This design comes from an exercise in tuning for small area, a short achievable clock period and few clock cycles per item on the open sky130 flow, not from production work. Function not checked in this run: the RTL went through the layout flow alone. Power is estimated from default activity; no workload was simulated.

**run.sh**
```bash
#!/bin/bash
# synth_recipe.tcl (not shown) runs the flow's synth.tcl, then flattens the netlist and writes it again
# the make line also repeats each setting of config.mk as NAME=value (left out here)
make -C /OpenROAD-flow-scripts/flow DESIGN_CONFIG=/design/flow/config.mk WORK_HOME=/design/flow/orfs CLKGATE_MAP_FILE= SYNTH_SCRIPT=/design/flow/synth_recipe.tcl finish
```
**config.mk**
```make
export PLATFORM = sky130hd
export DESIGN_NAME = air_quality_index_classifier
export DESIGN_NICKNAME = air_quality_index_classifier
export VERILOG_FILES = /design/flow/design.v
export SDC_FILE = /design/flow/constraint.sdc
export NUM_CORES = 4
export LEC_CHECK = 0
export ABC_AREA = 1
export CAP_MARGIN = 20
export CORE_MARGIN = 2
export CORE_UTILIZATION = 40
export SETUP_SLACK_MARGIN = 5
export SLEW_MARGIN = 20
export TNS_END_PERCENT = 0
```
**constraint.sdc**
```tcl
create_clock -name core_clock -period 10.0 [get_ports {clk}]
set_input_delay 2.0000 -clock core_clock [delete_from_list [all_inputs] [get_ports {clk}]]
set_output_delay 2.0000 -clock core_clock [all_outputs]
set_load 0.01 [all_outputs]
```
**design.v**
```verilog
package aqic_pkg;
  localparam logic [1:0] SCHEME_ATMO  = 2'd0;
  localparam logic [1:0] SCHEME_CAQI  = 2'd1;
  localparam logic [1:0] SCHEME_US    = 2'd2;
  localparam logic [1:0] SCHEME_RESET = SCHEME_US;
endpackage
module aqic_band (
  input  logic        pollutant,
  input  logic [15:0] conc,
  input  logic [1:0]  scheme,
  output logic [7:0]  sel
);
  logic [4:0] us0, us1, at, cq;
  always_comb begin
    us0 = 5'd0;
    if (conc > 16'd120) us0 = 5'd1;
    if (conc > 16'd354) us0 = 5'd2;
    if (conc > 16'd554) us0 = 5'd3;
    if (conc > 16'd1023) us0 = 5'd4;
    if (conc > 16'd1504) us0 = 5'd5;
    if (conc > 16'd1958) us0 = 5'd6;
    if (conc > 16'd2047) us0 = 5'd7;
    if (conc > 16'd2504) us0 = 5'd8;
    if (conc > 16'd2958) us0 = 5'd9;
    if (conc > 16'd3071) us0 = 5'd10;
    if (conc > 16'd3504) us0 = 5'd11;
    if (conc > 16'd4095) us0 = 5'd12;
    if (conc > 16'd5004) us0 = 5'd13;
    if (conc > 16'd5119) us0 = 5'd14;
    if (conc > 16'd6143) us0 = 5'd15;
    if (conc > 16'd7167) us0 = 5'd16;
    if (conc > 16'd8191) us0 = 5'd17;
    if (conc > 16'd9215) us0 = 5'd18;
    if (conc > 16'd10000) us0 = 5'd19;
  end
  always_comb begin
    us1 = 5'd0;
    if (conc > 16'd377) us1 = 5'd1;
    if (conc > 16'd540) us1 = 5'd2;
    if (conc > 16'd805) us1 = 5'd3;
    if (conc > 16'd1023) us1 = 5'd4;
    if (conc > 16'd1540) us1 = 5'd5;
    if (conc > 16'd1805) us1 = 5'd6;
    if (conc > 16'd2047) us1 = 5'd7;
    if (conc > 16'd2540) us1 = 5'd8;
    if (conc > 16'd2787) us1 = 5'd9;
    if (conc > 16'd3071) us1 = 5'd10;
    if (conc > 16'd3343) us1 = 5'd11;
    if (conc > 16'd3550) us1 = 5'd12;
    if (conc > 16'd4016) us1 = 5'd13;
    if (conc > 16'd4095) us1 = 5'd14;
    if (conc > 16'd4250) us1 = 5'd15;
    if (conc > 16'd5050) us1 = 5'd16;
    if (conc > 16'd5119) us1 = 5'd17;
    if (conc > 16'd5615) us1 = 5'd18;
    if (conc > 16'd6050) us1 = 5'd19;
  end
  always_comb begin
    at = 5'd1;
    if (pollutant) begin
      if (conc > 16'd60) at = 5'd2;
      if (conc > 16'd130) at = 5'd3;
      if (conc > 16'd200) at = 5'd4;
      if (conc > 16'd270) at = 5'd5;
      if (conc > 16'd340) at = 5'd6;
      if (conc > 16'd410) at = 5'd7;
      if (conc > 16'd490) at = 5'd8;
      if (conc > 16'd640) at = 5'd9;
      if (conc > 16'd790) at = 5'd10;
    end else begin
      if (conc > 16'd110) at = 5'd2;
      if (conc > 16'd240) at = 5'd3;
      if (conc > 16'd360) at = 5'd4;
      if (conc > 16'd410) at = 5'd5;
      if (conc > 16'd470) at = 5'd6;
      if (conc > 16'd530) at = 5'd7;
      if (conc > 16'd580) at = 5'd8;
      if (conc > 16'd640) at = 5'd9;
      if (conc > 16'd690) at = 5'd10;
    end
  end
  always_comb begin
    cq = 5'd1;
    if (pollutant) begin
      if (conc > 16'd250) cq = 5'd2;
      if (conc > 16'd500) cq = 5'd3;
      if (conc > 16'd900) cq = 5'd4;
      if (conc > 16'd1800) cq = 5'd5;
    end else begin
      if (conc > 16'd150) cq = 5'd2;
      if (conc > 16'd300) cq = 5'd3;
      if (conc > 16'd550) cq = 5'd4;
      if (conc > 16'd1100) cq = 5'd5;
    end
    if (conc == 16'd0) cq = 5'd0;
  end
  always_comb begin
    if (scheme == aqic_pkg::SCHEME_ATMO)      sel = {2'd0, pollutant, at};
    else if (scheme == aqic_pkg::SCHEME_CAQI) sel = {2'd1, pollutant, cq};
    else                                      sel = {2'd2, pollutant, pollutant ? us1 : us0};
  end
endmodule
module aqic_interp (
  input  logic [7:0]  sel,
  output logic [17:0] dig,
  output logic [22:0] a,
  output logic [2:0] category,
  output logic [0:0] dbl
);
  always_comb begin
    dig = '0;
    a = '0;
    category = 3'd6;
    dbl = '0;
    casez (sel)
      {2'd2, 1'b0, 5'd0}: begin dig = 18'h15b6e; a = 23'h755b55; category = 3'd1; dbl = 1'b1; end   
      {2'd2, 1'b0, 5'd1}: begin dig = 18'h15a2d; a = 23'h790ae5; category = 3'd2; dbl = 1'b0; end   
      {2'd2, 1'b0, 5'd2}: begin dig = 18'h10181; a = 23'h13330; category = 3'd3; dbl = 1'b0; end   
      {2'd2, 1'b0, 5'd3}: begin dig = 18'h2b95; a = 23'hcc349; category = 3'd4; dbl = 1'b0; end   
      {2'd2, 1'b0, 5'd4}: begin dig = 18'h2b95; a = 23'h135f31; category = 3'd4; dbl = 1'b0; end   
      {2'd2, 1'b0, 5'd5}: begin dig = 18'hd368; a = 23'ha8b6c; category = 3'd5; dbl = 1'b0; end   
      {2'd2, 1'b0, 5'd6}: begin dig = 18'hd34e; a = 23'ha8d11; category = 3'd5; dbl = 1'b0; end   
      {2'd2, 1'b0, 5'd7}: begin dig = 18'hd368; a = 23'h173b04; category = 3'd5; dbl = 1'b0; end   
      {2'd2, 1'b0, 5'd8}: begin dig = 18'hd368; a = 23'h17578c; category = 3'd6; dbl = 1'b0; end   
      {2'd2, 1'b0, 5'd9}: begin dig = 18'hd368; a = 23'h175754; category = 3'd6; dbl = 1'b0; end   
      {2'd2, 1'b0, 5'd10}: begin dig = 18'hd368; a = 23'h240714; category = 3'd6; dbl = 1'b0; end   
      {2'd2, 1'b0, 5'd11}: begin dig = 18'he0a9; a = 23'h266e04; category = 3'd6; dbl = 1'b0; end   
      {2'd2, 1'b0, 5'd12}: begin dig = 18'he0a9; a = 23'h2ee228; category = 3'd6; dbl = 1'b0; end   
      {2'd2, 1'b0, 5'd13}: begin dig = 18'hd368; a = 23'h2abe14; category = 3'd6; dbl = 1'b0; end   
      {2'd2, 1'b0, 5'd14}: begin dig = 18'hd34d; a = 23'h37868d; category = 3'd6; dbl = 1'b0; end   
      {2'd2, 1'b0, 5'd15}: begin dig = 18'hd34d; a = 23'h445023; category = 3'd6; dbl = 1'b0; end   
      {2'd2, 1'b0, 5'd16}: begin dig = 18'hd34d; a = 23'h5119b7; category = 3'd6; dbl = 1'b0; end   
      {2'd2, 1'b0, 5'd17}: begin dig = 18'hd34d; a = 23'h5de34d; category = 3'd6; dbl = 1'b0; end   
      {2'd2, 1'b0, 5'd18}: begin dig = 18'hd34d; a = 23'h6aad11; category = 3'd6; dbl = 1'b0; end   
      {2'd2, 1'b0, 5'd19}: begin dig = 18'h0; a = 23'h7d2000; category = 3'd6; dbl = 1'b0; end   
      {2'd2, 1'b1, 5'd0}: begin dig = 18'hd156; a = 23'h7779b9; category = 3'd1; dbl = 1'b0; end   
      {2'd2, 1'b1, 5'd1}: begin dig = 18'hd156; a = 23'h777a51; category = 3'd1; dbl = 1'b0; end   
      {2'd2, 1'b1, 5'd2}: begin dig = 18'h2c4e; a = 23'h106b9; category = 3'd2; dbl = 1'b0; end   
      {2'd2, 1'b1, 5'd3}: begin dig = 18'h2c4e; a = 23'h10681; category = 3'd2; dbl = 1'b0; end   
      {2'd2, 1'b1, 5'd4}: begin dig = 18'h2c4e; a = 23'h74e21; category = 3'd2; dbl = 1'b0; end   
      {2'd2, 1'b1, 5'd5}: begin dig = 18'h2c4e; a = 23'h76c69; category = 3'd3; dbl = 1'b0; end   
      {2'd2, 1'b1, 5'd6}: begin dig = 18'h2c4e; a = 23'h76c41; category = 3'd3; dbl = 1'b0; end   
      {2'd2, 1'b1, 5'd7}: begin dig = 18'h2c4e; a = 23'hdb3d1; category = 3'd3; dbl = 1'b0; end   
      {2'd2, 1'b1, 5'd8}: begin dig = 18'h2c46; a = 23'hdd9e1; category = 3'd4; dbl = 1'b0; end   
      {2'd2, 1'b1, 5'd9}: begin dig = 18'h2c46; a = 23'hdd981; category = 3'd4; dbl = 1'b0; end   
      {2'd2, 1'b1, 5'd10}: begin dig = 18'h2c46; a = 23'h141181; category = 3'd4; dbl = 1'b0; end   
      {2'd2, 1'b1, 5'd11}: begin dig = 18'h2c46; a = 23'h141121; category = 3'd4; dbl = 1'b0; end   
      {2'd2, 1'b1, 5'd12}: begin dig = 18'h9c70; a = 23'he8604; category = 3'd5; dbl = 1'b0; end   
      {2'd2, 1'b1, 5'd13}: begin dig = 18'h9c0d; a = 23'heb101; category = 3'd5; dbl = 1'b0; end   
      {2'd2, 1'b1, 5'd14}: begin dig = 18'h9c70; a = 23'h20a674; category = 3'd5; dbl = 1'b0; end   
      {2'd2, 1'b1, 5'd15}: begin dig = 18'h8155; a = 23'h22b1a1; category = 3'd6; dbl = 1'b0; end   
      {2'd2, 1'b1, 5'd16}: begin dig = 18'hd389; a = 23'h1de690; category = 3'd6; dbl = 1'b0; end   
      {2'd2, 1'b1, 5'd17}: begin dig = 18'hd368; a = 23'h2a5be4; category = 3'd6; dbl = 1'b0; end   
      {2'd2, 1'b1, 5'd18}: begin dig = 18'hd368; a = 23'h2a5b94; category = 3'd6; dbl = 1'b0; end   
      {2'd2, 1'b1, 5'd19}: begin dig = 18'h0; a = 23'h7d2000; category = 3'd6; dbl = 1'b0; end   
      {2'd0, 1'b?, 5'd1}: begin dig = 18'h0; a = 23'h2000; category = 3'd0; dbl = 1'b0; end   
      {2'd0, 1'b?, 5'd2}: begin dig = 18'h0; a = 23'h4000; category = 3'd0; dbl = 1'b0; end   
      {2'd0, 1'b?, 5'd3}: begin dig = 18'h0; a = 23'h6000; category = 3'd1; dbl = 1'b0; end   
      {2'd0, 1'b?, 5'd4}: begin dig = 18'h0; a = 23'h8000; category = 3'd1; dbl = 1'b0; end   
      {2'd0, 1'b?, 5'd5}: begin dig = 18'h0; a = 23'ha000; category = 3'd2; dbl = 1'b0; end   
      {2'd0, 1'b?, 5'd6}: begin dig = 18'h0; a = 23'hc000; category = 3'd3; dbl = 1'b0; end   
      {2'd0, 1'b?, 5'd7}: begin dig = 18'h0; a = 23'he000; category = 3'd3; dbl = 1'b0; end   
      {2'd0, 1'b?, 5'd8}: begin dig = 18'h0; a = 23'h10000; category = 3'd4; dbl = 1'b0; end   
      {2'd0, 1'b?, 5'd9}: begin dig = 18'h0; a = 23'h12000; category = 3'd4; dbl = 1'b0; end   
      {2'd0, 1'b?, 5'd10}: begin dig = 18'h0; a = 23'h14000; category = 3'd5; dbl = 1'b0; end   
      {2'd1, 1'b?, 5'd0}: begin dig = 18'h0; a = 23'h0; category = 3'd1; dbl = 1'b0; end   
      {2'd1, 1'b?, 5'd1}: begin dig = 18'h0; a = 23'h32000; category = 3'd1; dbl = 1'b0; end   
      {2'd1, 1'b?, 5'd2}: begin dig = 18'h0; a = 23'h64000; category = 3'd2; dbl = 1'b0; end   
      {2'd1, 1'b?, 5'd3}: begin dig = 18'h0; a = 23'h96000; category = 3'd3; dbl = 1'b0; end   
      {2'd1, 1'b?, 5'd4}: begin dig = 18'h0; a = 23'hc8000; category = 3'd4; dbl = 1'b0; end   
      {2'd1, 1'b?, 5'd5}: begin dig = 18'h0; a = 23'h12c000; category = 3'd5; dbl = 1'b0; end   
      default: ;
    endcase
  end
endmodule
module aqic_mul (
  input  logic [9:0] x,
  input  logic [17:0] dig,
  input  logic [22:0] a,
  output logic [9:0]  ra,
  output logic [9:0]  rb,
  output logic [2:0]  lg,
  output logic [2:0]  lp
);
  logic pp0_0;
  logic pp0_1;
  logic pp0_2;
  logic pp0_3;
  logic pp0_4;
  logic pp0_5;
  logic pp0_6;
  logic pp0_7;
  logic pp0_8;
  logic pp0_9;
  logic pp0_10;
  logic pp1_0;
  logic pp1_1;
  logic pp1_2;
  logic pp1_3;
  logic pp1_4;
  logic pp1_5;
  logic pp1_6;
  logic pp1_7;
  logic pp1_8;
  logic pp1_9;
  logic pp1_10;
  logic pp2_0;
  logic pp2_1;
  logic pp2_2;
  logic pp2_3;
  logic pp2_4;
  logic pp2_5;
  logic pp2_6;
  logic pp2_7;
  logic pp2_8;
  logic pp2_9;
  logic pp2_10;
  logic pp3_0;
  logic pp3_1;
  logic pp3_2;
  logic pp3_3;
  logic pp3_4;
  logic pp3_5;
  logic pp3_6;
  logic pp3_7;
  logic pp3_8;
  logic pp3_9;
  logic pp3_10;
  logic pp4_0;
  logic pp4_1;
  logic pp4_2;
  logic pp4_3;
  logic pp4_4;
  logic pp4_5;
  logic pp4_6;
  logic pp4_7;
  logic pp4_8;
  logic pp4_9;
  logic pp4_10;
  logic pp5_0;
  logic pp5_1;
  logic pp5_2;
  logic pp5_3;
  logic pp5_4;
  logic pp5_5;
  logic pp5_6;
  logic pp5_7;
  logic pp5_8;
  logic pp5_9;
  logic pp5_10;
  logic hs1;
  logic hc2;
  logic hs3;
  logic hc4;
  logic hs5;
  logic hc6;
  logic hs7;
  logic hc8;
  logic fs9;
  logic fc10;
  logic fs11;
  logic fc12;
  logic hs13;
  logic hc14;
  logic fs15;
  logic fc16;
  logic fs17;
  logic fc18;
  logic fs19;
  logic fc20;
  logic fs21;
  logic fc22;
  logic fs23;
  logic fc24;
  logic fs25;
  logic fc26;
  logic fs27;
  logic fc28;
  logic fs29;
  logic fc30;
  logic fs31;
  logic fc32;
  logic fs33;
  logic fc34;
  logic fs35;
  logic fc36;
  logic hs37;
  logic hc38;
  logic fs39;
  logic fc40;
  logic hs41;
  logic hc42;
  logic hs43;
  logic hc44;
  logic fs45;
  logic fc46;
  logic fs47;
  logic fc48;
  logic fs49;
  logic fc50;
  logic fs51;
  logic fc52;
  logic fs53;
  logic fc54;
  logic fs55;
  logic fc56;
  logic fs57;
  logic fc58;
  logic fs59;
  logic fc60;
  logic fs61;
  logic fc62;
  logic fs63;
  logic fc64;
  logic fs65;
  logic fc66;
  logic fs67;
  logic fc68;
  logic fs69;
  logic fc70;
  logic hs71;
  logic hc72;
  logic hs73;
  logic hc74;
  logic fs75;
  logic fc76;
  logic fs77;
  logic fc78;
  logic fs79;
  logic fc80;
  logic fs81;
  logic fc82;
  logic fs83;
  logic fc84;
  logic fs85;
  logic fc86;
  logic fs87;
  logic fc88;
  logic fs89;
  logic fc90;
  logic fs91;
  logic fc92;
  logic fs93;
  logic fc94;
  logic fs95;
  logic fc96;
  logic fs97;
  logic fc98;
  logic fs99;
  logic fc100;
  logic fs101;
  logic fc102;
  logic fs103;
  logic fc104;
  logic fs105;
  logic fc106;
  logic fs107;
  logic fc108;
  logic hs109;
  logic hc110;
  logic g0_0;
  logic p0_0;
  logic g0_1;
  logic p0_1;
  logic g0_2;
  logic p0_2;
  logic g0_3;
  logic p0_3;
  logic g0_4;
  logic p0_4;
  logic g0_5;
  logic p0_5;
  logic g0_6;
  logic p0_6;
  logic g0_7;
  logic p0_7;
  logic g0_8;
  logic p0_8;
  logic g0_9;
  logic p0_9;
  logic g0_10;
  logic p0_10;
  logic g0_11;
  logic p0_11;
  logic g0_12;
  logic p0_12;
  logic g0_13;
  logic p0_13;
  logic g0_14;
  logic p0_14;
  logic g0_15;
  logic p0_15;
  logic g0_16;
  logic p0_16;
  logic g0_17;
  logic p0_17;
  logic g0_18;
  logic p0_18;
  logic g0_19;
  logic p0_19;
  logic g0_20;
  logic p0_20;
  logic g0_21;
  logic p0_21;
  logic g0_22;
  logic p0_22;
  logic g1_1;
  logic p1_1;
  logic g1_2;
  logic p1_2;
  logic g1_3;
  logic p1_3;
  logic g1_4;
  logic p1_4;
  logic g1_5;
  logic p1_5;
  logic g1_6;
  logic p1_6;
  logic g1_7;
  logic p1_7;
  logic g1_8;
  logic p1_8;
  logic g1_9;
  logic p1_9;
  logic g1_10;
  logic p1_10;
  logic g1_11;
  logic p1_11;
  logic g1_12;
  logic p1_12;
  logic g1_13;
  logic p1_13;
  logic g1_14;
  logic p1_14;
  logic g1_15;
  logic p1_15;
  logic g1_16;
  logic p1_16;
  logic g1_17;
  logic p1_17;
  logic g1_18;
  logic p1_18;
  logic g1_19;
  logic p1_19;
  logic g1_20;
  logic p1_20;
  logic g1_21;
  logic p1_21;
  logic g1_22;
  logic p1_22;
  logic g2_2;
  logic p2_2;
  logic g2_3;
  logic p2_3;
  logic g2_4;
  logic p2_4;
  logic g2_5;
  logic p2_5;
  logic g2_6;
  logic p2_6;
  logic g2_7;
  logic p2_7;
  logic g2_8;
  logic p2_8;
  logic g2_9;
  logic p2_9;
  logic g2_10;
  logic p2_10;
  logic g2_11;
  logic p2_11;
  logic g2_12;
  logic p2_12;
  logic g2_13;
  logic p2_13;
  logic g2_14;
  logic p2_14;
  logic g2_15;
  logic p2_15;
  logic g2_16;
  logic p2_16;
  logic g2_17;
  logic p2_17;
  logic g2_18;
  logic p2_18;
  logic g2_19;
  logic p2_19;
  logic g2_20;
  logic p2_20;
  logic g2_21;
  logic p2_21;
  logic g2_22;
  logic p2_22;
  logic g3_4;
  logic p3_4;
  logic g3_5;
  logic p3_5;
  logic g3_6;
  logic p3_6;
  logic g3_7;
  logic p3_7;
  logic g3_8;
  logic p3_8;
  logic g3_9;
  logic p3_9;
  logic g3_10;
  logic p3_10;
  logic g3_11;
  logic p3_11;
  logic g3_12;
  logic p3_12;
  logic g3_13;
  logic p3_13;
  logic g3_14;
  logic p3_14;
  logic g3_15;
  logic p3_15;
  logic g3_16;
  logic p3_16;
  logic g3_17;
  logic p3_17;
  logic g3_18;
  logic p3_18;
  logic g3_19;
  logic p3_19;
  logic g3_20;
  logic p3_20;
  logic g3_21;
  logic p3_21;
  logic g3_22;
  logic p3_22;
  logic g4_8;
  logic p4_8;
  logic g4_9;
  logic p4_9;
  logic g4_10;
  logic p4_10;
  logic g4_11;
  logic p4_11;
  logic g4_12;
  logic p4_12;
  logic g4_13;
  logic p4_13;
  logic g4_14;
  logic p4_14;
  logic g4_15;
  logic p4_15;
  logic g4_16;
  logic p4_16;
  logic g4_17;
  logic p4_17;
  logic g4_18;
  logic p4_18;
  logic g4_19;
  logic p4_19;
  logic g4_20;
  logic p4_20;
  logic g4_21;
  logic p4_21;
  logic g4_22;
  logic p4_22;
  logic g5_16;
  logic p5_16;
  logic g5_17;
  logic p5_17;
  logic g5_18;
  logic p5_18;
  logic g5_19;
  logic p5_19;
  logic g5_20;
  logic p5_20;
  logic g5_21;
  logic p5_21;
  logic g5_22;
  logic p5_22;
  assign pp0_0 = ((dig[0] & x[0]) | (dig[1] & 1'b0)) ^ dig[2];
  assign pp0_1 = ((dig[0] & x[1]) | (dig[1] & x[0])) ^ dig[2];
  assign pp0_2 = ((dig[0] & x[2]) | (dig[1] & x[1])) ^ dig[2];
  assign pp0_3 = ((dig[0] & x[3]) | (dig[1] & x[2])) ^ dig[2];
  assign pp0_4 = ((dig[0] & x[4]) | (dig[1] & x[3])) ^ dig[2];
  assign pp0_5 = ((dig[0] & x[5]) | (dig[1] & x[4])) ^ dig[2];
  assign pp0_6 = ((dig[0] & x[6]) | (dig[1] & x[5])) ^ dig[2];
  assign pp0_7 = ((dig[0] & x[7]) | (dig[1] & x[6])) ^ dig[2];
  assign pp0_8 = ((dig[0] & x[8]) | (dig[1] & x[7])) ^ dig[2];
  assign pp0_9 = ((dig[0] & x[9]) | (dig[1] & x[8])) ^ dig[2];
  assign pp0_10 = ((dig[0] & 1'b0) | (dig[1] & x[9])) ^ dig[2];
  assign pp1_0 = ((dig[3] & x[0]) | (dig[4] & 1'b0)) ^ dig[5];
  assign pp1_1 = ((dig[3] & x[1]) | (dig[4] & x[0])) ^ dig[5];
  assign pp1_2 = ((dig[3] & x[2]) | (dig[4] & x[1])) ^ dig[5];
  assign pp1_3 = ((dig[3] & x[3]) | (dig[4] & x[2])) ^ dig[5];
  assign pp1_4 = ((dig[3] & x[4]) | (dig[4] & x[3])) ^ dig[5];
  assign pp1_5 = ((dig[3] & x[5]) | (dig[4] & x[4])) ^ dig[5];
  assign pp1_6 = ((dig[3] & x[6]) | (dig[4] & x[5])) ^ dig[5];
  assign pp1_7 = ((dig[3] & x[7]) | (dig[4] & x[6])) ^ dig[5];
  assign pp1_8 = ((dig[3] & x[8]) | (dig[4] & x[7])) ^ dig[5];
  assign pp1_9 = ((dig[3] & x[9]) | (dig[4] & x[8])) ^ dig[5];
  assign pp1_10 = ((dig[3] & 1'b0) | (dig[4] & x[9])) ^ dig[5];
  assign pp2_0 = ((dig[6] & x[0]) | (dig[7] & 1'b0)) ^ dig[8];
  assign pp2_1 = ((dig[6] & x[1]) | (dig[7] & x[0])) ^ dig[8];
  assign pp2_2 = ((dig[6] & x[2]) | (dig[7] & x[1])) ^ dig[8];
  assign pp2_3 = ((dig[6] & x[3]) | (dig[7] & x[2])) ^ dig[8];
  assign pp2_4 = ((dig[6] & x[4]) | (dig[7] & x[3])) ^ dig[8];
  assign pp2_5 = ((dig[6] & x[5]) | (dig[7] & x[4])) ^ dig[8];
  assign pp2_6 = ((dig[6] & x[6]) | (dig[7] & x[5])) ^ dig[8];
  assign pp2_7 = ((dig[6] & x[7]) | (dig[7] & x[6])) ^ dig[8];
  assign pp2_8 = ((dig[6] & x[8]) | (dig[7] & x[7])) ^ dig[8];
  assign pp2_9 = ((dig[6] & x[9]) | (dig[7] & x[8])) ^ dig[8];
  assign pp2_10 = ((dig[6] & 1'b0) | (dig[7] & x[9])) ^ dig[8];
  assign pp3_0 = ((dig[9] & x[0]) | (dig[10] & 1'b0)) ^ dig[11];
  assign pp3_1 = ((dig[9] & x[1]) | (dig[10] & x[0])) ^ dig[11];
  assign pp3_2 = ((dig[9] & x[2]) | (dig[10] & x[1])) ^ dig[11];
  assign pp3_3 = ((dig[9] & x[3]) | (dig[10] & x[2])) ^ dig[11];
  assign pp3_4 = ((dig[9] & x[4]) | (dig[10] & x[3])) ^ dig[11];
  assign pp3_5 = ((dig[9] & x[5]) | (dig[10] & x[4])) ^ dig[11];
  assign pp3_6 = ((dig[9] & x[6]) | (dig[10] & x[5])) ^ dig[11];
  assign pp3_7 = ((dig[9] & x[7]) | (dig[10] & x[6])) ^ dig[11];
  assign pp3_8 = ((dig[9] & x[8]) | (dig[10] & x[7])) ^ dig[11];
  assign pp3_9 = ((dig[9] & x[9]) | (dig[10] & x[8])) ^ dig[11];
  assign pp3_10 = ((dig[9] & 1'b0) | (dig[10] & x[9])) ^ dig[11];
  assign pp4_0 = ((dig[12] & x[0]) | (dig[13] & 1'b0)) ^ dig[14];
  assign pp4_1 = ((dig[12] & x[1]) | (dig[13] & x[0])) ^ dig[14];
  assign pp4_2 = ((dig[12] & x[2]) | (dig[13] & x[1])) ^ dig[14];
  assign pp4_3 = ((dig[12] & x[3]) | (dig[13] & x[2])) ^ dig[14];
  assign pp4_4 = ((dig[12] & x[4]) | (dig[13] & x[3])) ^ dig[14];
  assign pp4_5 = ((dig[12] & x[5]) | (dig[13] & x[4])) ^ dig[14];
  assign pp4_6 = ((dig[12] & x[6]) | (dig[13] & x[5])) ^ dig[14];
  assign pp4_7 = ((dig[12] & x[7]) | (dig[13] & x[6])) ^ dig[14];
  assign pp4_8 = ((dig[12] & x[8]) | (dig[13] & x[7])) ^ dig[14];
  assign pp4_9 = ((dig[12] & x[9]) | (dig[13] & x[8])) ^ dig[14];
  assign pp4_10 = ((dig[12] & 1'b0) | (dig[13] & x[9])) ^ dig[14];
  assign pp5_0 = ((dig[15] & x[0]) | (dig[16] & 1'b0)) ^ dig[17];
  assign pp5_1 = ((dig[15] & x[1]) | (dig[16] & x[0])) ^ dig[17];
  assign pp5_2 = ((dig[15] & x[2]) | (dig[16] & x[1])) ^ dig[17];
  assign pp5_3 = ((dig[15] & x[3]) | (dig[16] & x[2])) ^ dig[17];
  assign pp5_4 = ((dig[15] & x[4]) | (dig[16] & x[3])) ^ dig[17];
  assign pp5_5 = ((dig[15] & x[5]) | (dig[16] & x[4])) ^ dig[17];
  assign pp5_6 = ((dig[15] & x[6]) | (dig[16] & x[5])) ^ dig[17];
  assign pp5_7 = ((dig[15] & x[7]) | (dig[16] & x[6])) ^ dig[17];
  assign pp5_8 = ((dig[15] & x[8]) | (dig[16] & x[7])) ^ dig[17];
  assign pp5_9 = ((dig[15] & x[9]) | (dig[16] & x[8])) ^ dig[17];
  assign pp5_10 = ((dig[15] & 1'b0) | (dig[16] & x[9])) ^ dig[17];
  assign hs1 = pp0_10 ^ pp1_8;
  assign hc2 = pp0_10 & pp1_8;
  assign hs3 = pp1_9 ^ pp2_7;
  assign hc4 = pp1_9 & pp2_7;
  assign hs5 = pp1_10 ^ pp2_8;
  assign hc6 = pp1_10 & pp2_8;
  assign hs7 = pp0_6 ^ pp1_4;
  assign hc8 = pp0_6 & pp1_4;
  assign fs9 = pp0_7 ^ pp1_5 ^ pp2_3;
  assign fc10 = (pp0_7 & pp1_5) | (pp0_7 & pp2_3) | (pp1_5 & pp2_3);
  assign fs11 = pp0_8 ^ pp1_6 ^ pp2_4;
  assign fc12 = (pp0_8 & pp1_6) | (pp0_8 & pp2_4) | (pp1_6 & pp2_4);
  assign hs13 = pp3_2 ^ pp4_0;
  assign hc14 = pp3_2 & pp4_0;
  assign fs15 = pp0_9 ^ pp1_7 ^ pp2_5;
  assign fc16 = (pp0_9 & pp1_7) | (pp0_9 & pp2_5) | (pp1_7 & pp2_5);
  assign fs17 = pp3_3 ^ pp4_1 ^ a[9];
  assign fc18 = (pp3_3 & pp4_1) | (pp3_3 & a[9]) | (pp4_1 & a[9]);
  assign fs19 = hs1 ^ pp2_6 ^ pp3_4;
  assign fc20 = (hs1 & pp2_6) | (hs1 & pp3_4) | (pp2_6 & pp3_4);
  assign fs21 = pp4_2 ^ pp5_0 ^ a[10];
  assign fc22 = (pp4_2 & pp5_0) | (pp4_2 & a[10]) | (pp5_0 & a[10]);
  assign fs23 = hc2 ^ hs3 ^ pp3_5;
  assign fc24 = (hc2 & hs3) | (hc2 & pp3_5) | (hs3 & pp3_5);
  assign fs25 = pp4_3 ^ pp5_1 ^ a[11];
  assign fc26 = (pp4_3 & pp5_1) | (pp4_3 & a[11]) | (pp5_1 & a[11]);
  assign fs27 = hc4 ^ hs5 ^ pp3_6;
  assign fc28 = (hc4 & hs5) | (hc4 & pp3_6) | (hs5 & pp3_6);
  assign fs29 = pp4_4 ^ pp5_2 ^ a[12];
  assign fc30 = (pp4_4 & pp5_2) | (pp4_4 & a[12]) | (pp5_2 & a[12]);
  assign fs31 = hc6 ^ pp2_9 ^ pp3_7;
  assign fc32 = (hc6 & pp2_9) | (hc6 & pp3_7) | (pp2_9 & pp3_7);
  assign fs33 = pp4_5 ^ pp5_3 ^ a[13];
  assign fc34 = (pp4_5 & pp5_3) | (pp4_5 & a[13]) | (pp5_3 & a[13]);
  assign fs35 = pp2_10 ^ pp3_8 ^ pp4_6;
  assign fc36 = (pp2_10 & pp3_8) | (pp2_10 & pp4_6) | (pp3_8 & pp4_6);
  assign hs37 = pp5_4 ^ a[14];
  assign hc38 = pp5_4 & a[14];
  assign fs39 = pp3_9 ^ pp4_7 ^ pp5_5;
  assign fc40 = (pp3_9 & pp4_7) | (pp3_9 & pp5_5) | (pp4_7 & pp5_5);
  assign hs41 = pp3_10 ^ pp4_8;
  assign hc42 = pp3_10 & pp4_8;
  assign hs43 = pp0_4 ^ pp1_2;
  assign hc44 = pp0_4 & pp1_2;
  assign fs45 = pp0_5 ^ pp1_3 ^ pp2_1;
  assign fc46 = (pp0_5 & pp1_3) | (pp0_5 & pp2_1) | (pp1_3 & pp2_1);
  assign fs47 = hs7 ^ pp2_2 ^ pp3_0;
  assign fc48 = (hs7 & pp2_2) | (hs7 & pp3_0) | (pp2_2 & pp3_0);
  assign fs49 = hc8 ^ fs9 ^ pp3_1;
  assign fc50 = (hc8 & fs9) | (hc8 & pp3_1) | (fs9 & pp3_1);
  assign fs51 = fc10 ^ fs11 ^ hs13;
  assign fc52 = (fc10 & fs11) | (fc10 & hs13) | (fs11 & hs13);
  assign fs53 = fc12 ^ hc14 ^ fs15;
  assign fc54 = (fc12 & hc14) | (fc12 & fs15) | (hc14 & fs15);
  assign fs55 = fc16 ^ fc18 ^ fs19;
  assign fc56 = (fc16 & fc18) | (fc16 & fs19) | (fc18 & fs19);
  assign fs57 = fc20 ^ fc22 ^ fs23;
  assign fc58 = (fc20 & fc22) | (fc20 & fs23) | (fc22 & fs23);
  assign fs59 = fc24 ^ fc26 ^ fs27;
  assign fc60 = (fc24 & fc26) | (fc24 & fs27) | (fc26 & fs27);
  assign fs61 = fc28 ^ fc30 ^ fs31;
  assign fc62 = (fc28 & fc30) | (fc28 & fs31) | (fc30 & fs31);
  assign fs63 = fc32 ^ fc34 ^ fs35;
  assign fc64 = (fc32 & fc34) | (fc32 & fs35) | (fc34 & fs35);
  assign fs65 = fc36 ^ hc38 ^ fs39;
  assign fc66 = (fc36 & hc38) | (fc36 & fs39) | (hc38 & fs39);
  assign fs67 = fc40 ^ hs41 ^ pp5_6;
  assign fc68 = (fc40 & hs41) | (fc40 & pp5_6) | (hs41 & pp5_6);
  assign fs69 = hc42 ^ pp4_9 ^ pp5_7;
  assign fc70 = (hc42 & pp4_9) | (hc42 & pp5_7) | (pp4_9 & pp5_7);
  assign hs71 = pp4_10 ^ pp5_8;
  assign hc72 = pp4_10 & pp5_8;
  assign hs73 = pp0_2 ^ pp1_0;
  assign hc74 = pp0_2 & pp1_0;
  assign fs75 = pp0_3 ^ pp1_1 ^ a[3];
  assign fc76 = (pp0_3 & pp1_1) | (pp0_3 & a[3]) | (pp1_1 & a[3]);
  assign fs77 = hs43 ^ pp2_0 ^ a[4];
  assign fc78 = (hs43 & pp2_0) | (hs43 & a[4]) | (pp2_0 & a[4]);
  assign fs79 = hc44 ^ fs45 ^ a[5];
  assign fc80 = (hc44 & fs45) | (hc44 & a[5]) | (fs45 & a[5]);
  assign fs81 = fc46 ^ fs47 ^ a[6];
  assign fc82 = (fc46 & fs47) | (fc46 & a[6]) | (fs47 & a[6]);
  assign fs83 = fc48 ^ fs49 ^ a[7];
  assign fc84 = (fc48 & fs49) | (fc48 & a[7]) | (fs49 & a[7]);
  assign fs85 = fc50 ^ fs51 ^ a[8];
  assign fc86 = (fc50 & fs51) | (fc50 & a[8]) | (fs51 & a[8]);
  assign fs87 = fc52 ^ fs53 ^ fs17;
  assign fc88 = (fc52 & fs53) | (fc52 & fs17) | (fs53 & fs17);
  assign fs89 = fc54 ^ fs55 ^ fs21;
  assign fc90 = (fc54 & fs55) | (fc54 & fs21) | (fs55 & fs21);
  assign fs91 = fc56 ^ fs57 ^ fs25;
  assign fc92 = (fc56 & fs57) | (fc56 & fs25) | (fs57 & fs25);
  assign fs93 = fc58 ^ fs59 ^ fs29;
  assign fc94 = (fc58 & fs59) | (fc58 & fs29) | (fs59 & fs29);
  assign fs95 = fc60 ^ fs61 ^ fs33;
  assign fc96 = (fc60 & fs61) | (fc60 & fs33) | (fs61 & fs33);
  assign fs97 = fc62 ^ fs63 ^ hs37;
  assign fc98 = (fc62 & fs63) | (fc62 & hs37) | (fs63 & hs37);
  assign fs99 = fc64 ^ fs65 ^ a[15];
  assign fc100 = (fc64 & fs65) | (fc64 & a[15]) | (fs65 & a[15]);
  assign fs101 = fc66 ^ fs67 ^ a[16];
  assign fc102 = (fc66 & fs67) | (fc66 & a[16]) | (fs67 & a[16]);
  assign fs103 = fc68 ^ fs69 ^ a[17];
  assign fc104 = (fc68 & fs69) | (fc68 & a[17]) | (fs69 & a[17]);
  assign fs105 = fc70 ^ hs71 ^ a[18];
  assign fc106 = (fc70 & hs71) | (fc70 & a[18]) | (hs71 & a[18]);
  assign fs107 = hc72 ^ pp5_9 ^ a[19];
  assign fc108 = (hc72 & pp5_9) | (hc72 & a[19]) | (pp5_9 & a[19]);
  assign hs109 = pp5_10 ^ a[20];
  assign hc110 = pp5_10 & a[20];
  assign g0_0 = (pp0_0 & a[0]);
  assign p0_0 = (pp0_0 ^ a[0]);
  assign g0_1 = (pp0_1 & a[1]);
  assign p0_1 = (pp0_1 ^ a[1]);
  assign g0_2 = (hs73 & a[2]);
  assign p0_2 = (hs73 ^ a[2]);
  assign g0_3 = (hc74 & fs75);
  assign p0_3 = (hc74 ^ fs75);
  assign g0_4 = (fc76 & fs77);
  assign p0_4 = (fc76 ^ fs77);
  assign g0_5 = (fc78 & fs79);
  assign p0_5 = (fc78 ^ fs79);
  assign g0_6 = (fc80 & fs81);
  assign p0_6 = (fc80 ^ fs81);
  assign g0_7 = (fc82 & fs83);
  assign p0_7 = (fc82 ^ fs83);
  assign g0_8 = (fc84 & fs85);
  assign p0_8 = (fc84 ^ fs85);
  assign g0_9 = (fc86 & fs87);
  assign p0_9 = (fc86 ^ fs87);
  assign g0_10 = (fc88 & fs89);
  assign p0_10 = (fc88 ^ fs89);
  assign g0_11 = (fc90 & fs91);
  assign p0_11 = (fc90 ^ fs91);
  assign g0_12 = (fc92 & fs93);
  assign p0_12 = (fc92 ^ fs93);
  assign g0_13 = (fc94 & fs95);
  assign p0_13 = (fc94 ^ fs95);
  assign g0_14 = (fc96 & fs97);
  assign p0_14 = (fc96 ^ fs97);
  assign g0_15 = (fc98 & fs99);
  assign p0_15 = (fc98 ^ fs99);
  assign g0_16 = (fc100 & fs101);
  assign p0_16 = (fc100 ^ fs101);
  assign g0_17 = (fc102 & fs103);
  assign p0_17 = (fc102 ^ fs103);
  assign g0_18 = (fc104 & fs105);
  assign p0_18 = (fc104 ^ fs105);
  assign g0_19 = (fc106 & fs107);
  assign p0_19 = (fc106 ^ fs107);
  assign g0_20 = (fc108 & hs109);
  assign p0_20 = (fc108 ^ hs109);
  assign g0_21 = (hc110 & a[21]);
  assign p0_21 = (hc110 ^ a[21]);
  assign g0_22 = 1'b0;
  assign p0_22 = a[22];
  assign g1_1 = g0_1 | (p0_1 & g0_0);
  assign p1_1 = p0_1 & p0_0;
  assign g1_2 = g0_2 | (p0_2 & g0_1);
  assign p1_2 = p0_2 & p0_1;
  assign g1_3 = g0_3 | (p0_3 & g0_2);
  assign p1_3 = p0_3 & p0_2;
  assign g1_4 = g0_4 | (p0_4 & g0_3);
  assign p1_4 = p0_4 & p0_3;
  assign g1_5 = g0_5 | (p0_5 & g0_4);
  assign p1_5 = p0_5 & p0_4;
  assign g1_6 = g0_6 | (p0_6 & g0_5);
  assign p1_6 = p0_6 & p0_5;
  assign g1_7 = g0_7 | (p0_7 & g0_6);
  assign p1_7 = p0_7 & p0_6;
  assign g1_8 = g0_8 | (p0_8 & g0_7);
  assign p1_8 = p0_8 & p0_7;
  assign g1_9 = g0_9 | (p0_9 & g0_8);
  assign p1_9 = p0_9 & p0_8;
  assign g1_10 = g0_10 | (p0_10 & g0_9);
  assign p1_10 = p0_10 & p0_9;
  assign g1_11 = g0_11 | (p0_11 & g0_10);
  assign p1_11 = p0_11 & p0_10;
  assign g1_12 = g0_12 | (p0_12 & g0_11);
  assign p1_12 = p0_12 & p0_11;
  assign g1_13 = g0_13 | (p0_13 & g0_12);
  assign p1_13 = p0_13 & p0_12;
  assign g1_14 = g0_14 | (p0_14 & g0_13);
  assign p1_14 = p0_14 & p0_13;
  assign g1_15 = g0_15 | (p0_15 & g0_14);
  assign p1_15 = p0_15 & p0_14;
  assign g1_16 = g0_16 | (p0_16 & g0_15);
  assign p1_16 = p0_16 & p0_15;
  assign g1_17 = g0_17 | (p0_17 & g0_16);
  assign p1_17 = p0_17 & p0_16;
  assign g1_18 = g0_18 | (p0_18 & g0_17);
  assign p1_18 = p0_18 & p0_17;
  assign g1_19 = g0_19 | (p0_19 & g0_18);
  assign p1_19 = p0_19 & p0_18;
  assign g1_20 = g0_20 | (p0_20 & g0_19);
  assign p1_20 = p0_20 & p0_19;
  assign g1_21 = g0_21 | (p0_21 & g0_20);
  assign p1_21 = p0_21 & p0_20;
  assign g1_22 = g0_22 | (p0_22 & g0_21);
  assign p1_22 = p0_22 & p0_21;
  assign g2_2 = g1_2 | (p1_2 & g0_0);
  assign p2_2 = p1_2 & p0_0;
  assign g2_3 = g1_3 | (p1_3 & g1_1);
  assign p2_3 = p1_3 & p1_1;
  assign g2_4 = g1_4 | (p1_4 & g1_2);
  assign p2_4 = p1_4 & p1_2;
  assign g2_5 = g1_5 | (p1_5 & g1_3);
  assign p2_5 = p1_5 & p1_3;
  assign g2_6 = g1_6 | (p1_6 & g1_4);
  assign p2_6 = p1_6 & p1_4;
  assign g2_7 = g1_7 | (p1_7 & g1_5);
  assign p2_7 = p1_7 & p1_5;
  assign g2_8 = g1_8 | (p1_8 & g1_6);
  assign p2_8 = p1_8 & p1_6;
  assign g2_9 = g1_9 | (p1_9 & g1_7);
  assign p2_9 = p1_9 & p1_7;
  assign g2_10 = g1_10 | (p1_10 & g1_8);
  assign p2_10 = p1_10 & p1_8;
  assign g2_11 = g1_11 | (p1_11 & g1_9);
  assign p2_11 = p1_11 & p1_9;
  assign g2_12 = g1_12 | (p1_12 & g1_10);
  assign p2_12 = p1_12 & p1_10;
  assign g2_13 = g1_13 | (p1_13 & g1_11);
  assign p2_13 = p1_13 & p1_11;
  assign g2_14 = g1_14 | (p1_14 & g1_12);
  assign p2_14 = p1_14 & p1_12;
  assign g2_15 = g1_15 | (p1_15 & g1_13);
  assign p2_15 = p1_15 & p1_13;
  assign g2_16 = g1_16 | (p1_16 & g1_14);
  assign p2_16 = p1_16 & p1_14;
  assign g2_17 = g1_17 | (p1_17 & g1_15);
  assign p2_17 = p1_17 & p1_15;
  assign g2_18 = g1_18 | (p1_18 & g1_16);
  assign p2_18 = p1_18 & p1_16;
  assign g2_19 = g1_19 | (p1_19 & g1_17);
  assign p2_19 = p1_19 & p1_17;
  assign g2_20 = g1_20 | (p1_20 & g1_18);
  assign p2_20 = p1_20 & p1_18;
  assign g2_21 = g1_21 | (p1_21 & g1_19);
  assign p2_21 = p1_21 & p1_19;
  assign g2_22 = g1_22 | (p1_22 & g1_20);
  assign p2_22 = p1_22 & p1_20;
  assign g3_4 = g2_4 | (p2_4 & g0_0);
  assign p3_4 = p2_4 & p0_0;
  assign g3_5 = g2_5 | (p2_5 & g1_1);
  assign p3_5 = p2_5 & p1_1;
  assign g3_6 = g2_6 | (p2_6 & g2_2);
  assign p3_6 = p2_6 & p2_2;
  assign g3_7 = g2_7 | (p2_7 & g2_3);
  assign p3_7 = p2_7 & p2_3;
  assign g3_8 = g2_8 | (p2_8 & g2_4);
  assign p3_8 = p2_8 & p2_4;
  assign g3_9 = g2_9 | (p2_9 & g2_5);
  assign p3_9 = p2_9 & p2_5;
  assign g3_10 = g2_10 | (p2_10 & g2_6);
  assign p3_10 = p2_10 & p2_6;
  assign g3_11 = g2_11 | (p2_11 & g2_7);
  assign p3_11 = p2_11 & p2_7;
  assign g3_12 = g2_12 | (p2_12 & g2_8);
  assign p3_12 = p2_12 & p2_8;
  assign g3_13 = g2_13 | (p2_13 & g2_9);
  assign p3_13 = p2_13 & p2_9;
  assign g3_14 = g2_14 | (p2_14 & g2_10);
  assign p3_14 = p2_14 & p2_10;
  assign g3_15 = g2_15 | (p2_15 & g2_11);
  assign p3_15 = p2_15 & p2_11;
  assign g3_16 = g2_16 | (p2_16 & g2_12);
  assign p3_16 = p2_16 & p2_12;
  assign g3_17 = g2_17 | (p2_17 & g2_13);
  assign p3_17 = p2_17 & p2_13;
  assign g3_18 = g2_18 | (p2_18 & g2_14);
  assign p3_18 = p2_18 & p2_14;
  assign g3_19 = g2_19 | (p2_19 & g2_15);
  assign p3_19 = p2_19 & p2_15;
  assign g3_20 = g2_20 | (p2_20 & g2_16);
  assign p3_20 = p2_20 & p2_16;
  assign g3_21 = g2_21 | (p2_21 & g2_17);
  assign p3_21 = p2_21 & p2_17;
  assign g3_22 = g2_22 | (p2_22 & g2_18);
  assign p3_22 = p2_22 & p2_18;
  assign g4_8 = g3_8 | (p3_8 & g0_0);
  assign p4_8 = p3_8 & p0_0;
  assign g4_9 = g3_9 | (p3_9 & g1_1);
  assign p4_9 = p3_9 & p1_1;
  assign g4_10 = g3_10 | (p3_10 & g2_2);
  assign p4_10 = p3_10 & p2_2;
  assign g4_11 = g3_11 | (p3_11 & g2_3);
  assign p4_11 = p3_11 & p2_3;
  assign g4_12 = g3_12 | (p3_12 & g3_4);
  assign p4_12 = p3_12 & p3_4;
  assign g4_13 = g3_13 | (p3_13 & g3_5);
  assign p4_13 = p3_13 & p3_5;
  assign g4_14 = g3_14 | (p3_14 & g3_6);
  assign p4_14 = p3_14 & p3_6;
  assign g4_15 = g3_15 | (p3_15 & g3_7);
  assign p4_15 = p3_15 & p3_7;
  assign g4_16 = g3_16 | (p3_16 & g3_8);
  assign p4_16 = p3_16 & p3_8;
  assign g4_17 = g3_17 | (p3_17 & g3_9);
  assign p4_17 = p3_17 & p3_9;
  assign g4_18 = g3_18 | (p3_18 & g3_10);
  assign p4_18 = p3_18 & p3_10;
  assign g4_19 = g3_19 | (p3_19 & g3_11);
  assign p4_19 = p3_19 & p3_11;
  assign g4_20 = g3_20 | (p3_20 & g3_12);
  assign p4_20 = p3_20 & p3_12;
  assign g4_21 = g3_21 | (p3_21 & g3_13);
  assign p4_21 = p3_21 & p3_13;
  assign g4_22 = g3_22 | (p3_22 & g3_14);
  assign p4_22 = p3_22 & p3_14;
  assign g5_16 = g4_16 | (p4_16 & g0_0);
  assign p5_16 = p4_16 & p0_0;
  assign g5_17 = g4_17 | (p4_17 & g1_1);
  assign p5_17 = p4_17 & p1_1;
  assign g5_18 = g4_18 | (p4_18 & g2_2);
  assign p5_18 = p4_18 & p2_2;
  assign g5_19 = g4_19 | (p4_19 & g2_3);
  assign p5_19 = p4_19 & p2_3;
  assign g5_20 = g4_20 | (p4_20 & g3_4);
  assign p5_20 = p4_20 & p3_4;
  assign g5_21 = g4_21 | (p4_21 & g3_5);
  assign p5_21 = p4_21 & p3_5;
  assign g5_22 = g4_22 | (p4_22 & g3_6);
  assign p5_22 = p4_22 & p3_6;
  assign ra[0] = fc94;
  assign rb[0] = fs95;
  assign ra[1] = fc96;
  assign rb[1] = fs97;
  assign ra[2] = fc98;
  assign rb[2] = fs99;
  assign ra[3] = fc100;
  assign rb[3] = fs101;
  assign ra[4] = fc102;
  assign rb[4] = fs103;
  assign ra[5] = fc104;
  assign rb[5] = fs105;
  assign ra[6] = fc106;
  assign rb[6] = fs107;
  assign ra[7] = fc108;
  assign rb[7] = hs109;
  assign ra[8] = hc110;
  assign rb[8] = a[21];
  assign ra[9] = a[22];
  assign rb[9] = 1'b0;
  assign lg[0] = (g0_4 | (p0_4 & (g0_3 | (p0_3 & (g0_2 | (p0_2 & (g0_1 | (p0_1 & g0_0))))))));
  assign lp[0] = (p0_4 & (p0_3 & (p0_2 & (p0_1 & p0_0))));
  assign lg[1] = (g0_9 | (p0_9 & (g0_8 | (p0_8 & (g0_7 | (p0_7 & (g0_6 | (p0_6 & g0_5))))))));
  assign lp[1] = (p0_9 & (p0_8 & (p0_7 & (p0_6 & p0_5))));
  assign lg[2] = (g0_12 | (p0_12 & (g0_11 | (p0_11 & g0_10))));
  assign lp[2] = (p0_12 & (p0_11 & p0_10));
endmodule
module aqic_cin (
  input  logic [2:0] lg,
  input  logic [2:0] lp,
  output logic       cin
);
  assign cin = (lg[2] | (lp[2] & (lg[1] | (lp[1] & lg[0]))));
endmodule
module air_quality_index_classifier (
  input  logic        clk,
  input  logic        rst_n,
  input  logic        in_valid,
  output logic        in_ready,
  input  logic        in_pollutant,
  input  logic [15:0] in_concentration_tenths,
  output logic        out_valid,
  input  logic        out_ready,
  output logic [9:0]  out_index_value,
  output logic [2:0]  out_category,
  input  logic        cfg_valid,
  output logic        cfg_ready,
  input  logic [1:0]  cfg_index_scheme
);
  logic        adv;
  logic [1:0]  scheme_r;
  logic        va_r, out_valid_r;
  logic [7:0]  sel_nxt, sel_r;
  logic [9:0] x_a_r;
  logic [17:0] dig_nxt;
  logic [22:0] a_nxt;
  logic [2:0]  cat_nxt;
  logic        dbl;
  logic [9:0] x_m;
  logic [9:0]  ra_nxt, rb_nxt, ra_r, rb_r;
  logic [2:0]  lg_nxt, lp_nxt, lg_r, lp_r;
  logic        cin;
  logic [2:0]  out_cat_r;
  assign adv       = !out_valid_r || out_ready;
  assign in_ready  = adv;
  assign cfg_ready = 1'b1;
  always_ff @(posedge clk) begin
    if (!rst_n) begin
      scheme_r    <= aqic_pkg::SCHEME_RESET;
      va_r        <= 1'b0;
      out_valid_r <= 1'b0;
    end else begin
      if (cfg_valid) scheme_r <= cfg_index_scheme;
      if (adv) begin
        va_r        <= in_valid;
        out_valid_r <= va_r;
      end
    end
  end
  aqic_band u_band (
    .pollutant (in_pollutant),
    .conc      (in_concentration_tenths),
    .scheme    (scheme_r),
    .sel       (sel_nxt)
  );
  aqic_interp u_interp (
    .sel      (sel_r),
    .dig      (dig_nxt),
    .a        (a_nxt),
    .category (cat_nxt),
    .dbl      (dbl)
  );
  assign x_m = dbl ? {x_a_r[8:0], 1'b0} : x_a_r;
  aqic_mul u_mul (
    .x   (x_m),
    .dig (dig_nxt),
    .a   (a_nxt),
    .ra  (ra_nxt),
    .rb  (rb_nxt),
    .lg  (lg_nxt),
    .lp  (lp_nxt)
  );
  aqic_cin u_cin (
    .lg  (lg_r),
    .lp  (lp_r),
    .cin (cin)
  );
  always_ff @(posedge clk) begin
    if (adv) begin
      sel_r     <= sel_nxt;
      x_a_r     <= in_concentration_tenths[9:0];
      ra_r      <= ra_nxt;
      rb_r      <= rb_nxt;
      lg_r      <= lg_nxt;
      lp_r      <= lp_nxt;
      out_cat_r <= cat_nxt;
    end
  end
  assign out_valid       = out_valid_r;
  assign out_index_value = ra_r + rb_r + 10'(cin);
  assign out_category    = out_cat_r;
endmodule
```
==> qor_table.md <==
| Parameter | Reported |
| --- | --- |
| Critical Path Max Stage Delay | 0.75 ns |
| Final hold violation count | 0 |
| Largest net degree at the start of global routing | 47 |
| Share of Yosys cell area claimed by the top area cell type | 16.11% |
| Most instantiated flip-flop cell in the synthesis netlist | sky130_fd_sc_hd__edfxtp_1 |
| Leading post-synthesis cells by cell area | sky130_fd_sc_hd__edfxtp_1, sky130_fd_sc_hd__fa_1, sky130_fd_sc_hd__inv_1 |
| Aggregate routed wire length | 34,250 um |
| Sum Neg Setup Slack | 0 ns |
| Capture point of the worst reg-to-reg path | lg_r[2]$_DFFE_PP_ |
| Num Clock Sinks | 49 |
| Worst setup EP type | flip-flop |
| Finished Layout Cells | 1,582 |
| Antenna violations before repair | 0 |
| Number of buffer cells added on primary ports | 38 |
| Max-cap check violation count | 0 |
| Grt total ovfl | 0 |
| Via count of the first global-routing pass | 9,044 |
| Fraction of final layout cells sized beyond drive strength 1 | 12.35% |
| Proportion of synthesized flip-flops having asynchronous set or reset | 0% |
| Number of synthesized flops with an enable pin | 45 |
| Number of design-rule violations left by the first detailed-router iteration | 991 |
| Crit Reg-Reg Startpoint | sel_r[0]$_DFFE_PP_ |
| Final Critical Period | 5.172 ns |
| Area growth, synth to finish | 14.50% |
| Relative slew margins | 41.89% |
| Overall routing resource usage | 31.39% |
| Worst Reg2Reg Path Length in Cells | 19 |
| Number of nets in the layout | 1,412 |
| Die footprint | 22,140 sq um |
| Number of distinct standard cells referenced by the synthesized netlist | 64 |
| Leakage | 4.532 nW |
| Worst hold path stage count | 2 |
| Clock Tree Buf Depth | 2 |
| Slew at the pin closest to its max-slew limit | 0.8643 ns |
| Post-synthesis cell type with the largest combined area | sky130_fd_sc_hd__edfxtp_1 |
| Total I/O pin count | 40 |
| Most common cell on crit path | sky130_fd_sc_hd__nand2_1 |
| Run status | finished clean |
| Hold WC Path Type | reg -> reg |
| Launch point of the worst hold path | va_r$_SDFFE_PN0P_ |
| Final setup fails | 0 |
| Clock root buffer master | sky130_fd_sc_hd__clkbuf_16 |
| # DRC | 0 |
| Register bit count reported by yosys | 49 |
| Number of iterations in the first detailed-routing pass | 9 |
| Worst IR drop on VDD | 0.0001464 V |
| Cells along the critical path | clkdlybuf4s50_1 -> nand2_1 -> inv_1 -> nor2_2 -> o22ai_1 -> a31oi_1 -> o21ai_0 -> nand2_1 -> nand2_1 -> nand2_1 -> nand2_1 -> nand2_1 -> nand2_1 -> a21oi_1 -> nand2_1 |
| Starting Density | 41.05% |
| Period utilization | 51.72% |
| Core region area | 20,430 sq um |
| Routability-driven placement congestion ratio | 1.104 |
| Max Fanout on Critical Path | 11 |
| Final slew viol count | 0 |
| Placed wire-length estimate after detailed placement | 27,260 um |
| # rows | 52 |
| Diode count | 0 |
| DR vias/cell | 5.870 |
| Clock-pin transition on the worst setup and hold timing paths | 0.07 ns |
| Via Count | 9,287 |
| Synthesized area | 8387 sq um |
| Setup repair after global routing missed its margin | yes |
| Yosys warns | 3 |
| Clk latency of the worst-skew pair | 0.31 ns |
| Final Util | 47.01% |
| Reg2reg setup slack | 4.98 ns |
| Arrival @ worst endpoint | 5.23 ns |
| Horizontal extent of the die | 148.8 um |
| Cells after synthesis | 1,256 |
| Endpoint, Worst Hold | va_r$_SDFFE_PN0P_ |
| Share of the yosys chip area belonging to registers | 17.07% |
| Average detailed-routed wire length per instance | 21.65 um |
| Total power | 0.001881 W |
| Syn Nets | 1,357 |
| Cts bufs inserted | 5 |
| Nature of the critical path startpoint | input pin |
| CTS tree | done |
| Maximum clock frequency | 193.3 MHz |
| Final antenna-violating net count | 0 |
| Placed Cells incl. Taps | 1,544 |
| Ratio of total power to cell area | 195.8 nW/um^2 |
| Worst endpoint required time | 10.06 ns |
| Die Ht | 148.8 um |
| Deepest level of the CTS H-tree | 2 |
| Average cell area after synthesis | 6.677 sq um |
| Critical path class | in -> reg |
| Fin Clk Skew | 0.006440 ns |
| Wire length of the first global-routing pass | 52,470 um |
| Cell at the slowest stage of the critical path | sky130_fd_sc_hd__clkdlybuf4s50_1 |
## layout by cell type, fill, tap and decap left out, types with 3 or more instances in the layout
master / n
sky130_fd_sc_hd__o21ai_2: 3
sky130_fd_sc_hd__o21ai_0: 68
sky130_fd_sc_hd__inv_2: 27
sky130_fd_sc_hd__nand2_2: 9
sky130_fd_sc_hd__nand3_2: 3
sky130_fd_sc_hd__o21bai_1: 3
sky130_fd_sc_hd__nor3_4: 4
sky130_fd_sc_hd__nand3_1: 55
sky130_fd_sc_hd__a21oi_2: 4
sky130_fd_sc_hd__o311ai_0: 3
sky130_fd_sc_hd__nand4_1: 30
sky130_fd_sc_hd__buf_4: 32
sky130_fd_sc_hd__a21oi_1: 41
sky130_fd_sc_hd__fa_1: 45
sky130_fd_sc_hd__dfxtp_1: 4
sky130_fd_sc_hd__nor4_4: 3
sky130_fd_sc_hd__o2111ai_1: 3
sky130_fd_sc_hd__o22ai_1: 56
sky130_fd_sc_hd__clkinvlp_4: 3
sky130_fd_sc_hd__nor2_4: 16
sky130_fd_sc_hd__edfxtp_1: 45
sky130_fd_sc_hd__o41ai_1: 4
sky130_fd_sc_hd__xnor2_1: 9
sky130_fd_sc_hd__nor2_2: 29
sky130_fd_sc_hd__xor2_1: 50
sky130_fd_sc_hd__clkbuf_16: 5
sky130_fd_sc_hd__o31ai_1: 6
sky130_fd_sc_hd__dlygate4sd2_1: 3
sky130_fd_sc_hd__nor2_1: 162
sky130_fd_sc_hd__o21ai_1: 3
sky130_fd_sc_hd__o21a_1: 3
sky130_fd_sc_hd__clkdlybuf4s50_1: 33
sky130_fd_sc_hd__a31oi_1: 11
sky130_fd_sc_hd__nor3_1: 24
sky130_fd_sc_hd__inv_4: 4
sky130_fd_sc_hd__a22oi_1: 5
sky130_fd_sc_hd__nand2_1: 199
sky130_fd_sc_hd__nor4_1: 22
sky130_fd_sc_hd__ha_1: 31
sky130_fd_sc_hd__inv_1: 207
## cells by family after synthesis
kind of cell               share of synthesized area [%]
buffers and inverters                              12.62
and+or+nand+nor                                    31.40
AOI/OAI and AO/OA                                  16.86
adders and majority gates                          15.60
xor gates and xnor gates                           6.161
muxes                                             0.2387
DFF                                                17.07
other                                            0.04471
## how the worst max path moves through the flow
| stage | to | cells past startpoint | startpoint | slack, ns |
|---|---|---|---|---|
| 6_report | sel_r[0]$_DFFE_PP_ | 15 | in_concentration_tenths[2] | 4.83 |
| 5_1_grt | lg_r[2]$_DFFE_PP_ | 26 | sel_r[2]$_DFFE_PP_ | 4.74 |
| 2_1_floorplan | in_ready | 2 | out_ready | 5.00 |
| 3_5_place_dp | sel_r[0]$_DFFE_PP_ | 15 | in_concentration_tenths[2] | 4.52 |
| 4_1_cts | lg_r[2]$_DFFE_PP_ | 25 | sel_r[4]$_SDFFCE_PP0P_ | 4.87 |
| 3_3_place_gp | sel_r[1]$_DFFE_PP_ | 11 | in_concentration_tenths[7] | 4.41 |
## final cells by class
| class | count | area, sq um |
|---|---|---|
| clock inverters | 3 | 25.02 |
| clock buffers | 5 | 125.1 |
| multi-input cells | 940 | 6100 |
| well taps | 270 | 337.8 |
| inverters | 243 | 930.9 |
| flip-flops and latches | 49 | 1431 |
| fillers | 2155 | 10830 |
| repair buffers | 72 | 653.1 |
## cells in the mapped netlist (all sizes together), types with 4 or more instances
cell type and number:
a21oi 45, a22oi 5, a31oi 11, buf 16, clkbuf 8, dfxtp 4
edfxtp 45, fa 46, ha 31, inv 240, nand2 210, nand3 59
nand4 30, nor2 208, nor3 30, nor4 26, o21ai 76, o22ai 56
o31ai 6, o41ai 4, xnor2 9, xor2 50
## registers in the layout, indices dropped and copies added (netlist names)
name and flops:
ra_r 10, lg_r 3, sel_r 8, x_a_r 10, scheme_r 2, out_cat_r 3
out_valid_r 1, va_r 1, rb_r 9, lp_r 2
## critical path, delay by kind of cell
| family | cells | cell delay (ns) |
|---|---|---|
| AND/OR/NAND/NOR | 9 | 1.15 |
| AO/OA/AOI/OAI | 4 | 1.12 |
| buffers and inverters | 2 | 0.94 |
## power breakdown
group / internal, W / switching [W] / total [W]
logic: 0.000586 / 0.000782 / 0.00137
registers: 0.000311 / 0.0000227 / 0.000334
clock network: 0.0000942 / 0.0000838 / 0.000178
total: 0.000992 / 0.000889 / 0.00188
## timing repair
action / CTS / global route
gates resized for setup: 15 / 51
hold endpoints to repair: 0 / 0
endpoints found under the setup margin: 11 / 13
hold buffers: 0 / 0
gates cloned: 0 / 0
pin swaps: 6 / 13
buffers inserted: 8 / 22
## metal layers
layer  GRT usage [%]  share of wire [%]  vias to the layer above
met5               0                  0                        -
met4           18.90                7.9                        0
met3           4.434                7.0                      158
met2           55.39                 49                      525
met1           36.08                 36                     4317
li1                -                  -                     4287
## per-stage QoR
| stage | hold WS (ns) | cell area [sq um] | setup slack, ns |
|---|---|---|---|
| CTS | 0.4764 | 9240 | 4.867 |
| global route | 0.5006 | 9603 | 4.737 |
| detailed placement | 0.4642 | 8997 | 4.523 |
| finish | 0.4725 | 9603 | 4.828 |
| floorplan | 0.4291 | 8387 | 5.001 |
| global placement | 0.4519 | 8997 | 4.410 |

## afterwards: timing with drivers on the ports
The flow's constraints put no driver on any port. The routed layout listed below was extracted and timed again, unchanged, in two steps.
Step 1 assumes that a clkbuf_16 drives the clock port and a buf_2 every other input.
Step 2, shift: input delay + t, output delay - t, t = (earliest + latest rising clock arrival at the registers) / 2. This alone moves slack from input paths to output paths.
Three values: no drivers, after step 1, after step 2; two values: the first two.
t, ns: 0.350
slack for setup (ns): 4.828 / 4.852 / 4.502
worst setup path at the end: input to register
After both steps setup and hold are still met in this run. The setup slack of this run moves by +0.024 ns with the drivers and by -0.326 ns with both steps.
